This design comes from an exercise in tuning for small area, a short achievable clock period and few clock cycles per item on the open sky130 flow, not from production work.
Function was checked by simulation only, so behaviour that the tests miss may differ from the original.

run A:
==> flow/design.v <==
module math_expression_inverse #(
  parameter int W = 32
) (
  input  logic                  clk,
  input  logic                  reset,
  input  logic                  start,
  input  logic signed [2*W+3:0] q,
  input  logic                  rmd,
  input  logic signed [W-1:0]   a,
  input  logic signed [W-1:0]   b,
  input  logic signed [W-1:0]   d,
  output logic signed [W-1:0]   c,
  output logic                  valid,
  output logic                  busy,
  output logic                  err_div0,
  output logic                  inexact,
  output logic                  ovf
);
  localparam int NB = 2*W + 6;                 
  localparam int K  = 32;                      
  localparam int NC = NB / 2;                  
  localparam int CW = $clog2(NC + 1);
  localparam logic [1:0] PREP = 2'd0, FIRST = 2'd1, RUN = 2'd2;
  logic [1:0]    st;
  logic [NB-1:0] qr;      
  logic [W-1:0]  rr;      
  logic [W:0]    dx;      
  logic [W+2:0]  d3;      
  logic          sd;      
  logic          sn;      
  logic [CW-1:0] cnt;
  logic [1:0]    r3;      
  logic          ff;      
  logic          nz;      
  logic          nz3;     
  logic [W-1:0]  qm;      
  logic          sy_r, sel_r, div0_r;
  logic dc;
  assign dc = ~sd;
  function automatic logic ones(input logic [W+3:0] a, input logic [W+3:0] b, input logic ci);
    ones = &(~(a ^ b) ~^ {a[W+2:0] & b[W+2:0], ci});
  endfunction
  logic [NB-1:0] n_s;
  logic [W:0]    d1_s;
  logic n_co, d1_co;
  mei_add #(.N(NB)) u_n (.a(qr), .b({{(NB-W-2){rr[W-1]}}, rr, 2'b00}), .ci(1'b0), .s(n_s), .co(n_co));
  mei_add #(.N(W+1)) u_d1 (.a(dx), .b(~d3[W:0]), .ci(1'b1), .s(d1_s), .co(d1_co));
  logic [K-1:0] t_top;
  logic [W+1:0] d_t;
  logic         skip;
  assign t_top = {qr[NB-1 -: 2], qr[NB-3 -: K-2] ^ {(K-2){sn}}};
  logic         d_t_co;
  mei_add #(.N(W+2)) u_t (.a({2'b00, t_top}), .b({dx[W], dx}), .ci(dc), .s(d_t), .co(d_t_co));
  assign skip  = (st == FIRST) & d_t[W+1];
  logic          x1, x2;
  logic [W:0]    rsh;            
  logic [W+1:0]  rsh4;           
  logic [W+1:0]  df1;            
  logic [W+2:0]  dfa, dfc;       
  logic          t1, t2, t3;
  assign x1   = qr[NB-1];
  assign x2   = qr[NB-2];
  assign rsh  = {rr, x1};
  assign rsh4 = {rr, x1, x2};
  logic df1_co, dfa_co, dfc_co;
  mei_add #(.N(W+2)) u_s1 (.a({1'b0, rsh}), .b({dx[W], dx}), .ci(dc), .s(df1), .co(df1_co));
  mei_add #(.N(W+3)) u_sa (.a({1'b0, rsh4}), .b({{2{dx[W]}}, dx}), .ci(dc), .s(dfa), .co(dfa_co));
  mei_add #(.N(W+3)) u_sc (.a({1'b0, rsh4}), .b(d3), .ci(dc), .s(dfc), .co(dfc_co));
  assign t1   = ~dfa[W+2];
  assign t2   = ~df1[W+1];
  assign t3   = ~dfc[W+2];
  logic [3:0] fk;                
  assign fk[0] = ones({2'b00, rsh4}, {{3{dx[W]}}, dx}, dc);
  assign fk[1] = ones({3'b000, rsh}, {{3{dx[W]}}, dx}, dc) & x2;
  assign fk[2] = ones({2'b00, rsh4}, {d3[W+2], d3}, dc);
  assign fk[3] = ff & x1 & x2;
  logic [3:0][1:0] q3k, r3k;
  logic [3:0]      selk, syk;
  always_comb begin
    for (int k = 0; k < 4; k++) begin
      logic [3:0] t;
      logic       dl, sy_k;
      t = {r3, 2'(k)};
      case (t)
        4'd0:  {q3k[k], r3k[k]} = {2'd0, 2'd0};
        4'd1:  {q3k[k], r3k[k]} = {2'd0, 2'd1};
        4'd2:  {q3k[k], r3k[k]} = {2'd0, 2'd2};
        4'd3:  {q3k[k], r3k[k]} = {2'd1, 2'd0};
        4'd4:  {q3k[k], r3k[k]} = {2'd1, 2'd1};
        4'd5:  {q3k[k], r3k[k]} = {2'd1, 2'd2};
        4'd6:  {q3k[k], r3k[k]} = {2'd2, 2'd0};
        4'd7:  {q3k[k], r3k[k]} = {2'd2, 2'd1};
        4'd8:  {q3k[k], r3k[k]} = {2'd2, 2'd2};
        4'd9:  {q3k[k], r3k[k]} = {2'd3, 2'd0};
        4'd10: {q3k[k], r3k[k]} = {2'd3, 2'd1};
        4'd11: {q3k[k], r3k[k]} = {2'd3, 2'd2};
        default: {q3k[k], r3k[k]} = 4'd0;     
      endcase
      dl      = sn & fk[k];
      sy_k    = (sn ^ sd) | ~(nz | (k != 0) | dl);
      syk[k]  = sy_k;
      selk[k] = sy_k ? ~((r3k[k] == 2'd2) | ((r3k[k] == 2'd1) & dl))
                     :  ((r3k[k] == 2'd0) & ~dl);
    end
  end
  logic [1:0]   y;               
  logic [W-1:0] r_nx;
  assign y    = t3 ? 2'd3 : t2 ? 2'd2 : t1 ? 2'd1 : 2'd0;
  assign r_nx = t3 ? dfc[W-1:0] : t2 ? {df1[W-2:0], x2} : t1 ? dfa[W-1:0] : {rr[W-3:0], x1, x2};
  logic       qa, qb, f_nx, sy_nx, sel_nx;
  logic [1:0] r3b;
  assign {qa, qb} = q3k[y];
  assign r3b      = r3k[y];
  assign f_nx     = fk[y];
  assign sy_nx    = syk[y];
  assign sel_nx   = selk[y];
  logic nz_nx;
  assign nz_nx    = nz | (|y);
  logic [W+2:0] d3_s;
  logic         d3_co;
  mei_add #(.N(W+3)) u_d3 (.a({dx[W], dx, dc}), .b({{2{dx[W]}}, dx}), .ci(dc), .s(d3_s), .co(d3_co));
  logic last;
  assign last  = (cnt == CW'(NC));
  assign valid = busy & (((st == RUN) & div0_r) | last);
  always_ff @(posedge clk or posedge reset) begin
    if (reset) busy <= 1'b0;
    else       busy <= busy ? ~valid : start;
  end
  always_ff @(posedge clk) begin
    if (!busy) begin
      dx <= {a[W-1], a};
    end else if (st == PREP) begin
      dx <= d1_s[W] ? d1_s : ~d1_s;
      sd <= d1_s[W];
      sn <= n_s[NB-1];
    end
  end
  always_ff @(posedge clk) begin
    div0_r <= ~sd & (&dx);
    sy_r   <= sy_nx;
    sel_r  <= sel_nx;
    ff     <= skip ? ones({2'b00, t_top}, {{3{dx[W]}}, dx}, dc) : f_nx;
    if (!busy) begin
      st  <= PREP;
      qr  <= {q[2*W+3], q, rmd};
      rr  <= d;
      d3  <= {{2{b[W-1]}}, b[W-1], b};
    end else if (st == PREP) begin
      st  <= FIRST;
      qr  <= {1'b0, n_s[NB-2] ^ n_s[NB-1], n_s[NB-3:0]};
      rr  <= '0;
      d3  <= ~((W+3)'(3));    
    end else begin
      st  <= RUN;
      qr  <= skip ? {qr[NB-K-1 -: 2] ^ {2{sn}}, qr[NB-K-3:0], {K{1'b0}}}
                  : {qr[NB-3 -: 2] ^ {2{sn}}, qr[NB-5:0], qa, qb};
      rr  <= skip ? W'(t_top) : r_nx;
      d3  <= d3_s;            
    end
    if (!busy || st == PREP || skip) begin
      cnt <= (busy && skip) ? CW'(K / 2) : '0;
      r3  <= '0;
      nz  <= 1'b0;
      nz3 <= 1'b0;
      qm  <= '1;
    end else begin
      cnt <= cnt + CW'(1);
      r3  <= r3b;
      nz  <= nz_nx;
      nz3 <= nz3 | qa | qb;
      qm  <= (qa | qb) ? {qr[W-3:0], qb ? {qa, 1'b0} : 2'b01} : {qm[W-3:0], 2'b11};
    end
  end
  logic         delta, inx1, inx2, hi;
  logic [W-1:0] v;
  assign delta = sn & ff;
  assign inx1  = sn ? ~ff : (|rr);
  assign inx2  = sy_r ? ~(((r3 == 2'd2) & ~delta) | ((r3 == 2'd1) & delta))
                      : ~(((r3 == 2'd1) & ~delta) | ((r3 == 2'd0) & delta));
  assign hi    = (|(qr[NB-1 -: 2] ^ {2{sn}})) | (|qr[NB-3:W]);
  assign v     = sel_r ? qm : qr[W-1:0];
  assign c        = div0_r ? '0 : (v ^ {W{sy_r}});
  assign err_div0 = div0_r;
  assign inexact  = ~div0_r & (inx1 | inx2);
  assign ovf      = ~div0_r & (hi | (v[W-1] & (~sel_r | nz3)));
endmodule
module mei_add #(
  parameter int N = 8
) (
  input  logic [N-1:0] a,
  input  logic [N-1:0] b,
  input  logic         ci,
  output logic [N-1:0] s,
  output logic         co
);
  logic [N-1:0] p0, g0, p, g;
  always_comb begin
    p0 = a ^ b;
    g0 = a & b;
    p  = p0;
    g  = g0;
    g[0] = g0[0] | (p0[0] & ci);
    for (int i = 1; i <= $clog2(N); i++)
      for (int j = 2**i - 1; j < N; j += 2**i) begin
        g[j] = g[j] | (p[j] & g[j - 2**(i-1)]);
        p[j] = p[j] & p[j - 2**(i-1)];
      end
    for (int i = $clog2(N); i > 0; i--)
      for (int j = 2**i + 2**(i-1) - 1; j < N; j += 2**i) begin
        g[j] = g[j] | (p[j] & g[j - 2**(i-1)]);
        p[j] = p[j] & p[j - 2**(i-1)];
      end
    s  = p0 ^ {g[N-2:0], ci};
    co = g[N-1];
  end
endmodule
Settings: LEC_CHECK=0, CAP_MARGIN=20, CORE_MARGIN=2, CORE_UTILIZATION=55, CTS_BUF_LIST=sky130_fd_sc_hd__clkbuf_8, PLACE_DENSITY=0.75, SETUP_SLACK_MARGIN=4.0, SLEW_MARGIN=20; clock period 8.5 ns.
standard.sh (not shown) runs the stock make flow with config.mk's settings and CLKGATE_MAP_FILE= SYNTH_SCRIPT=/design/flow/synth_recipe.tcl, a recipe that flattens the netlist after the stock synthesis.
==> flow/flow/run.sh <==
#!/bin/bash
# The standard layout, with the port buffers made from the smallest buffer cell
# (buf_1) instead of the cell buffer_ports picks by default. Every port is still buffered.
set -euo pipefail
cd "$(dirname "$0")/.."
export BUFFER_PORTS_ARGS="-buffer_cell sky130_fd_sc_hd__buf_1"
bash standard.sh > flow_standard.log 2>&1
Run A: full flow OK, the timing, DRC and antenna checks passed
Testbench counts of run A, summed over its fixed seeds: cycles 44,605, jobs 1,920.
Setup changes, run A to run B
Settings: PLACE_DENSITY removed (was 0.75); CORE_UTILIZATION changed from 55 to 40; TNS_END_PERCENT newly set to 10.
## What came out
Run B ended up with qr[33] as its end of the critical path; run A ended up with qr[68].
Re maximum number of pins on one net before global-route repair: run B and run A aren't equal, and the higher value belongs to run A.
| area of the multi-input gates | run B vs run A | 0.52% lower |
Run A → run B: initial standard-cell utilization of the core lower, global-route wire length before repair now larger.
Of the two values seen for highest-delay cell along the critical path, o41ai_4 was produced by run B and dfxtp_1 by run A.
For run C, these inputs were changed with respect to run B:
Settings: TNS_END_PERCENT removed (was 10).
==> run notes <==
[compare] base=run B new=run C: number of buffers and inverters on the critical path moved down; worst setup slack after layout went up by 110 ps; post-layout minimum cycle time fell 110 ps; number of vias in the routed layout up 0.38%. Non-clock buffer share of cell area was lower in run B than in run C.
> inputs changed (run C -> run D)
Settings: a change of SETUP_SLACK_MARGIN from 4.0 to 3.7.
==> comparison <==
- Run D completed every stage of the flow, and the final layout passed the timing, DRC and antenna checks.
- Diff run C -> run D: worst hold-check slack neither gained nor lost much, wire length after detailed routing -1.0%.

-- what the ideal ports hide --
The results above use ideal ports. As a check the final layouts listed here were re-extracted and re-timed, cells and wires unchanged.
Step 1 assumes that a clkbuf_16 drives the clock port and a buf_2 every other input.
Step 2 also shifts input and output timing later by t, the mid clock arrival at the registers, as if the neighbouring blocks saw the same clock.
Slacks: ideal / step 1 / step 2; pairs: ideal / step 1.
run | t (ns) | setup slack, ns | hold slack, ns | worst data-port slew with drivers (ns) | cell pins on the clock port's net
run A | 0.702 | 4.048 / 4.001 / 4.048 | 0.442 / 0.442 / 0.442 | 0.11 | 1
run B | 0.702 | 3.933 / 3.933 / 3.933 | 0.451 / 0.451 / 0.451 | 0.07 | 1
run C | 0.705 | 4.040 / 4.035 / 4.040 | 0.453 / 0.453 / 0.453 | 0.07 | 1
run D | 0.703 | 3.701 / 3.701 / 3.701 | 0.451 / 0.451 / 0.451 | 0.07 | 1
After both steps setup and hold are still met in every run listed.
